Context: an optimization exercise on an open-source flow, tuned for small area and a short achievable clock period. The choices shown serve that exercise and are no tape-out recipe.
RTL that was checked went through simulation tests only; none was proved equivalent to the original.
Power figures rest on the tool's default switching activity, not on a simulated workload.

==> flow/design.v (excerpt) <==
module fft_peak_detector (
  input  logic                clk,
  input  logic                rstn,
  input  logic                valid_in,
  input  logic [16*13-1:0]    din_re,
  input  logic [16*13-1:0]    din_im,
  output logic                peak_valid_o,
  output logic [8:0]          peak_idx_o,
  output logic [13:0]         peak_mag_o,
  output logic [15:0]         frame_cnt_o
);
==> flow/config.mk <==
export PLATFORM = sky130hd
export DESIGN_NAME = fft_peak_detector
export DESIGN_NICKNAME = fft_peak_detector
export VERILOG_FILES = /design/flow/design.v
export SDC_FILE = /design/flow/constraint.sdc
export NUM_CORES = 4
export LEC_CHECK = 0
export ABC_AREA = 1
export CAP_MARGIN = 20
export CORE_MARGIN = 2
export CORE_UTILIZATION = 40
export SLEW_MARGIN = 20
==> flow/constraint.sdc <==
create_clock -name core_clock -period 34.0 [get_ports {clk}]
set_input_delay 6.8000 -clock core_clock [delete_from_list [all_inputs] [get_ports {clk}]]
set_output_delay 6.8000 -clock core_clock [all_outputs]
set_load 0.01 [all_outputs]
standard.sh (not shown) runs the stock make flow with config.mk's settings and CLKGATE_MAP_FILE= SYNTH_SCRIPT=/design/flow/synth_recipe.tcl, a recipe that flattens the netlist after the stock synthesis.
==> flow/flow/run.sh <==
#!/bin/bash
# The standard layout (standard.sh) with three changes: buf_1 cells as the port buffers, an
# area-oriented ABC mapping script (flow/abc_area.script) for synthesis, and repair_timing
# aiming for a setup slack margin well above zero.
set -euo pipefail
export BUFFER_PORTS_ARGS="-buffer_cell sky130_fd_sc_hd__buf_1"
cp -r "$FLOW_HOME/scripts" scripts_custom
cp flow/abc_area.script scripts_custom/abc_area.script
bash standard.sh SCRIPTS_DIR="$PWD/scripts_custom" SETUP_SLACK_MARGIN=25.5 finish > standard.log 2>&1
==> flow/flow/abc_area.script <==
strash
&get -n
&fraig -x
&put
scorr
dc2
strash
&get -n
&dch -f
&nf -R 1000
&put
topo
stime -c
upsize -c -D 4000
dnsize -c -D 4000
Then changed:
==> flow/flow/run.sh (replaced) <==
#!/bin/bash
# The standard layout (standard.sh), with buf_1 cells as the port buffers and repair_timing
# aiming for a setup slack margin well above zero.
set -euo pipefail
export BUFFER_PORTS_ARGS="-buffer_cell sky130_fd_sc_hd__buf_1"
bash standard.sh SETUP_SLACK_MARGIN=25.5 finish > standard.log 2>&1
removed: flow/flow/abc_area.script
Result: Cell count rises by 18%. Setup slack loses 0.044 ns. Sequential cell count is unchanged. Routed wire length rises by 7.2%. Clock skew rises by 0.0037 ns. Synthesized cell count rises by 31%. Non-clock buffer count rises by 9.
No run of this note included a check of the RTL's function; only the layout flow was run.


fft_peak_detector, a different RTL version from the one above (not shown whole).
Size in the first run: roughly 390 flip-flops, ~460 I/O pins.
==> flow/config.mk <==
export PLATFORM = sky130hd
export DESIGN_NAME = fft_peak_detector
export DESIGN_NICKNAME = fft_peak_detector
export VERILOG_FILES = /design/flow/design.v
export SDC_FILE = /design/flow/constraint.sdc
export NUM_CORES = 4
export LEC_CHECK = 0
export ABC_AREA = 1
export CAP_MARGIN = 20
export CORE_MARGIN = 2
export CORE_UTILIZATION = 40
export CTS_CLUSTER_DIAMETER = 80
export CTS_CLUSTER_SIZE = 30
export SLEW_MARGIN = 20
==> flow/constraint.sdc <==
create_clock -name core_clock -period 34.0 [get_ports {clk}]
set_input_delay 6.8000 -clock core_clock [delete_from_list [all_inputs] [get_ports {clk}]]
set_output_delay 6.8000 -clock core_clock [all_outputs]
set_load 0.01 [all_outputs]
==> flow/flow/run.sh <==
#!/bin/bash
# The standard layout (standard.sh) with these changes: buf_1 cells as the port buffers, an
# area-oriented ABC mapping script (flow/abc_area.script) for synthesis, and repair_timing
# aiming for a setup slack margin of 25.6 ns.
set -euo pipefail
export BUFFER_PORTS_ARGS="-buffer_cell sky130_fd_sc_hd__buf_1"
cp -r "$FLOW_HOME/scripts" scripts_custom
cp flow/abc_area.script scripts_custom/abc_area.script
bash standard.sh SCRIPTS_DIR="$PWD/scripts_custom" SETUP_SLACK_MARGIN=25.6 finish > standard.log 2>&1
==> flow/flow/abc_area.script <==
strash
&get -n
&fraig -x
&put
scorr
dc2
strash
&get -n
&dch -f
&nf -R 1000
&put
topo
stime -c
upsize -c -D 4000
dnsize -c -D 4000
The first run produced a clean layout.
Edit:
--- a/flow/flow/run.sh
+++ b/flow/flow/run.sh
@@ -4 +4 @@
-# aiming for a setup slack margin of 25.6 ns.
+# aiming for a setup slack margin of 26.2 ns.
@@ -9 +9 @@
-bash standard.sh SCRIPTS_DIR="$PWD/scripts_custom" SETUP_SLACK_MARGIN=25.6 finish > standard.log 2>&1
+bash standard.sh SCRIPTS_DIR="$PWD/scripts_custom" SETUP_SLACK_MARGIN=26.2 finish > standard.log 2>&1
CTS_BUF_LIST = sky130_fd_sc_hd__clkbuf_4 sky130_fd_sc_hd__clkbuf_8   (was unset)
CTS_CLUSTER_DIAMETER = unset   (was 80)
CTS_CLUSTER_SIZE = unset   (was 30)
Register-to-register slack improves by 0.07 ns.
Via count rose by 6.1%.
Hold slack degrades by 0.038 ns.
Sequential power rose by about 0.7%.
Setup slack improves by 0.22 ns.
Total power rose by 9.7%.
Synthesized area does not change.
Cell count rose by 6.3%.
Wire length rose by 8.3%.
Fmax rose by 2.7%.
Clock power rose by 41%.
Edit:
--- a/flow/flow/run.sh
+++ b/flow/flow/run.sh
@@ -4 +4 @@
-# aiming for a setup slack margin of 26.2 ns.
+# aiming for a setup slack margin of 25.9 ns.
@@ -9 +9 @@
-bash standard.sh SCRIPTS_DIR="$PWD/scripts_custom" SETUP_SLACK_MARGIN=26.2 finish > standard.log 2>&1
+bash standard.sh SCRIPTS_DIR="$PWD/scripts_custom" SETUP_SLACK_MARGIN=25.9 finish > standard.log 2>&1
Wire length drops by 4.3%.
Clock-buffer cell count came out higher by 5.
Sequential share of layout area goes up by 1.9 points.
Global-route usage drops by 0.25 points.
Design area goes down by 6.5%.
Worst setup slack is worse by 0.14 ns.
Utilization went down by 3.5 points.
Non-clock buffer count goes down by 123.
Area after synthesis stays the same.
Edit:
--- a/flow/flow/run.sh
+++ b/flow/flow/run.sh
@@ -4 +4 @@
-# aiming for a setup slack margin of 25.9 ns.
+# aiming for a setup slack margin of 25.6 ns.
@@ -9 +9 @@
-bash standard.sh SCRIPTS_DIR="$PWD/scripts_custom" SETUP_SLACK_MARGIN=25.9 finish > standard.log 2>&1
+bash standard.sh SCRIPTS_DIR="$PWD/scripts_custom" SETUP_SLACK_MARGIN=25.6 finish > standard.log 2>&1
CTS_BUF_LIST = unset   (was sky130_fd_sc_hd__clkbuf_4 sky130_fd_sc_hd__clkbuf_8)
=> Die area is unchanged; total power shrinks slightly; sequential share of layout area grows by 0.78 points; flip-flop and latch count stays the same; maximum frequency shrinks slightly; design area shrinks by a few percent; global-route usage shrinks by 0.56 points; routed wire length shrinks by a few percent; non-clock buffer count shrinks by 12.


Another version of the RTL of fft_peak_detector (not shown whole).
Size in the first run: roughly 410 flip-flops, ~460 I/O pins, about 24000 µm² of cells after synthesis.
## fft_peak_detector
module fft_peak_detector (
  input  logic                clk,
  input  logic                rstn,
  input  logic                valid_in,
  input  logic [16*13-1:0]    din_re,
  input  logic [16*13-1:0]    din_im,
  output logic                peak_valid_o,
  output logic [8:0]          peak_idx_o,
  output logic [13:0]         peak_mag_o,
  output logic [15:0]         frame_cnt_o
);
clock: 34.0 ns
lec_check: 0
abc_area: 1
cap_margin: 20
core_margin: 2
core_utilization: 40
cts_cluster_diameter: 80
cts_cluster_size: 30
slew_margin: 20
==> flow/flow/run.sh <==
#!/bin/bash
# The standard layout (standard.sh) with these changes: buf_1 cells as the port buffers, an
# area-oriented ABC mapping script (flow/abc_area.script) for synthesis, and repair_timing
# aiming for a setup slack margin of 25.8 ns.
set -euo pipefail
export BUFFER_PORTS_ARGS="-buffer_cell sky130_fd_sc_hd__buf_1"
cp -r "$FLOW_HOME/scripts" scripts_custom
cp flow/abc_area.script scripts_custom/abc_area.script
bash standard.sh SCRIPTS_DIR="$PWD/scripts_custom" SETUP_SLACK_MARGIN=25.8 finish > standard.log 2>&1
Scripts as last shown in full above: flow/flow/abc_area.script
Then changed:
==> flow/flow/run.sh (replaced) <==
#!/bin/bash
# The standard layout (standard.sh) with these changes: buf_1 cells as the port buffers (buf_4
# for inputs with many loads, flow/port_buffers.tcl), an area-oriented ABC mapping script
# (flow/abc_area.script) for synthesis, and repair_timing aiming for a setup slack margin of
# 25.8 ns.
set -euo pipefail
export BUFFER_PORTS_ARGS="-buffer_cell sky130_fd_sc_hd__buf_1"
export POST_GLOBAL_PLACE_TCL="$PWD/flow/port_buffers.tcl"
cp -r "$FLOW_HOME/scripts" scripts_custom
cp flow/abc_area.script scripts_custom/abc_area.script
bash standard.sh SCRIPTS_DIR="$PWD/scripts_custom" SETUP_SLACK_MARGIN=25.8 finish > standard.log 2>&1
==> flow/flow/port_buffers.tcl (new file) <==
# After global placement: an input port buffer that drives many pins (the lanes' sign bits)
# is upsized from buf_1 to buf_4.
foreach inst [get_cells input*] {
  set out [get_pins -of_objects $inst -filter "direction == output"]
  set net [get_nets -of_objects $out]
  set loads [get_pins -of_objects $net -filter "direction == input"]
  if {[llength $loads] > 6} {
    replace_cell $inst sky130_fd_sc_hd__buf_4
  }
}
After rerunning:
- The new run finished with timing, DRC and antenna clean
- wire length is higher by 0.48%
- fmax goes up by 2.2%
- global-route usage is higher by 0.11 points
Then changed:
==> flow/flow/run.sh (replaced) <==
#!/bin/bash
# The standard layout (standard.sh) with these changes: buf_1 cells as the port buffers (buf_4
# for inputs with many loads, flow/port_buffers.tcl), an area-oriented ABC mapping script
# (flow/abc_area.script) for synthesis, and repair_timing aiming for a setup slack margin of
# 26.0 ns.
set -euo pipefail
export BUFFER_PORTS_ARGS="-buffer_cell sky130_fd_sc_hd__buf_1"
export POST_GLOBAL_PLACE_TCL="$PWD/flow/port_buffers.tcl"
cp -r "$FLOW_HOME/scripts" scripts_custom
cp flow/abc_area.script scripts_custom/abc_area.script
bash standard.sh SCRIPTS_DIR="$PWD/scripts_custom" SETUP_SLACK_MARGIN=26.0 finish > standard.log 2>&1
- CORE_UTILIZATION: 40 -> 60
- TNS_END_PERCENT: not set -> 5
The new run finished with timing, DRC and antenna clean.
Worst hold slack improved by 40 ps.
Core utilization came out higher by 22 points.
Synthesized cell count does not change.
Then changed:
==> flow/flow/run.sh (replaced) <==
#!/bin/bash
# The standard layout (standard.sh) with these changes: buf_1 cells as the port buffers (buf_4
# for inputs with many loads, flow/port_buffers.tcl), an area-oriented ABC mapping script
# (flow/abc_area.script) for synthesis, and repair_timing aiming for a setup slack margin of
# 25.9 ns.
set -euo pipefail
export BUFFER_PORTS_ARGS="-buffer_cell sky130_fd_sc_hd__buf_1"
export POST_GLOBAL_PLACE_TCL="$PWD/flow/port_buffers.tcl"
cp -r "$FLOW_HOME/scripts" scripts_custom
cp flow/abc_area.script scripts_custom/abc_area.script
bash standard.sh SCRIPTS_DIR="$PWD/scripts_custom" SETUP_SLACK_MARGIN=25.9 finish > standard.log 2>&1
- CORE_UTILIZATION: 60 -> 72
- TNS_END_PERCENT: 5 -> not set
What happened:
- via count grows by 2.9%
- register-to-register slack is better by 20 ps
- worst setup slack gets worse by 62 ps
- synthesized cell count stays the same
- maximum frequency came out lower by 0.78%
Then changed:
==> flow/flow/run.sh (replaced) <==
#!/bin/bash
# The standard layout (standard.sh) with these changes: buf_1 cells as the port buffers (buf_4
# for inputs with many loads, flow/port_buffers.tcl), an area-oriented ABC mapping script
# (flow/abc_area.script) for synthesis, and repair_timing aiming for a setup slack margin of
# 25.8 ns.
set -euo pipefail
export BUFFER_PORTS_ARGS="-buffer_cell sky130_fd_sc_hd__buf_1"
export POST_GLOBAL_PLACE_TCL="$PWD/flow/port_buffers.tcl"
cp -r "$FLOW_HOME/scripts" scripts_custom
cp flow/abc_area.script scripts_custom/abc_area.script
bash standard.sh SCRIPTS_DIR="$PWD/scripts_custom" SETUP_SLACK_MARGIN=25.8 finish > standard.log 2>&1
--- a/flow/flow/abc_area.script
+++ b/flow/flow/abc_area.script
@@ -10,4 +10,9 @@
 &nf -R 1000
 &put
+strash
+dch -f
+&get -n
+&nf -R 1000
+&put
 topo
 stime -c
- CORE_UTILIZATION: 72 -> 40
The changed run passed the timing, DRC and antenna checks. Global-route usage falls by 12 points. Power rises by 3.4%. Sequential share of layout area falls by 0.66 points. Design area rises by 2.1%. Routed wire length rises by 6.3%. Setup slack got worse by 49 ps. Via count falls by 1.9%.

-- separate check: timing with driven ports --
How much do the figures lean on ideal ports? The routed layouts below were timed once more, with nothing changed but the port constraints.
Step 1, drivers: a clkbuf_16 drives clk and a buf_2 each remaining input, both assumed.
Step 2 also shifts input and output timing later by t, the mid clock arrival at the registers, as if the neighbouring blocks saw the same clock.
Three values: no drivers, after step 1, after step 2; two values: the first two.
run | shift t [ns] | setup WS [ns] | hold slack, ns
the first run of note 1 | 0.617 | 25.208 / 25.217 / 24.599 | 0.371 / 0.371 / 0.371
the second run of note 1 | 0.620 | 25.164 / 25.197 / 24.577 | 0.377 / 0.377 / 0.377
the first run of note 2 | 0.605 | 25.696 / 25.721 / 25.116 | 0.390 / 0.390 / 0.390
the second run of note 2 | 0.675 | 25.913 / 25.913 / 25.295 | 0.352 / 0.352 / 0.352
the third run of note 2 | 0.683 | 25.770 / 25.770 / 25.216 | 0.344 / 0.344 / 0.344
the fourth run of note 2 | 0.603 | 25.632 / 25.663 / 25.060 | 0.388 / 0.388 / 0.388
the first run of note 3 | 0.618 | 25.813 / 25.848 / 25.230 | 0.368 / 0.368 / 0.368
the second run of note 3 | 0.633 | 25.988 / 25.925 / 25.498 | 0.367 / 0.367 / 0.367
the third run of note 3 | 0.597 | 26.053 / 25.998 / 25.617 | 0.407 / 0.407 / 0.407
the fourth run of note 3 | 0.584 | 25.991 / 25.934 / 25.589 | 0.427 / 0.427 / 0.427
the fifth run of note 3 | 0.657 | 25.941 / 25.883 / 25.604 | 0.363 / 0.363 / 0.363
After both steps every run listed still meets setup and hold. For the second run of note 2, which loses most, drivers alone change the setup slack by 0.000 ns; drivers and shift together by -0.618 ns.
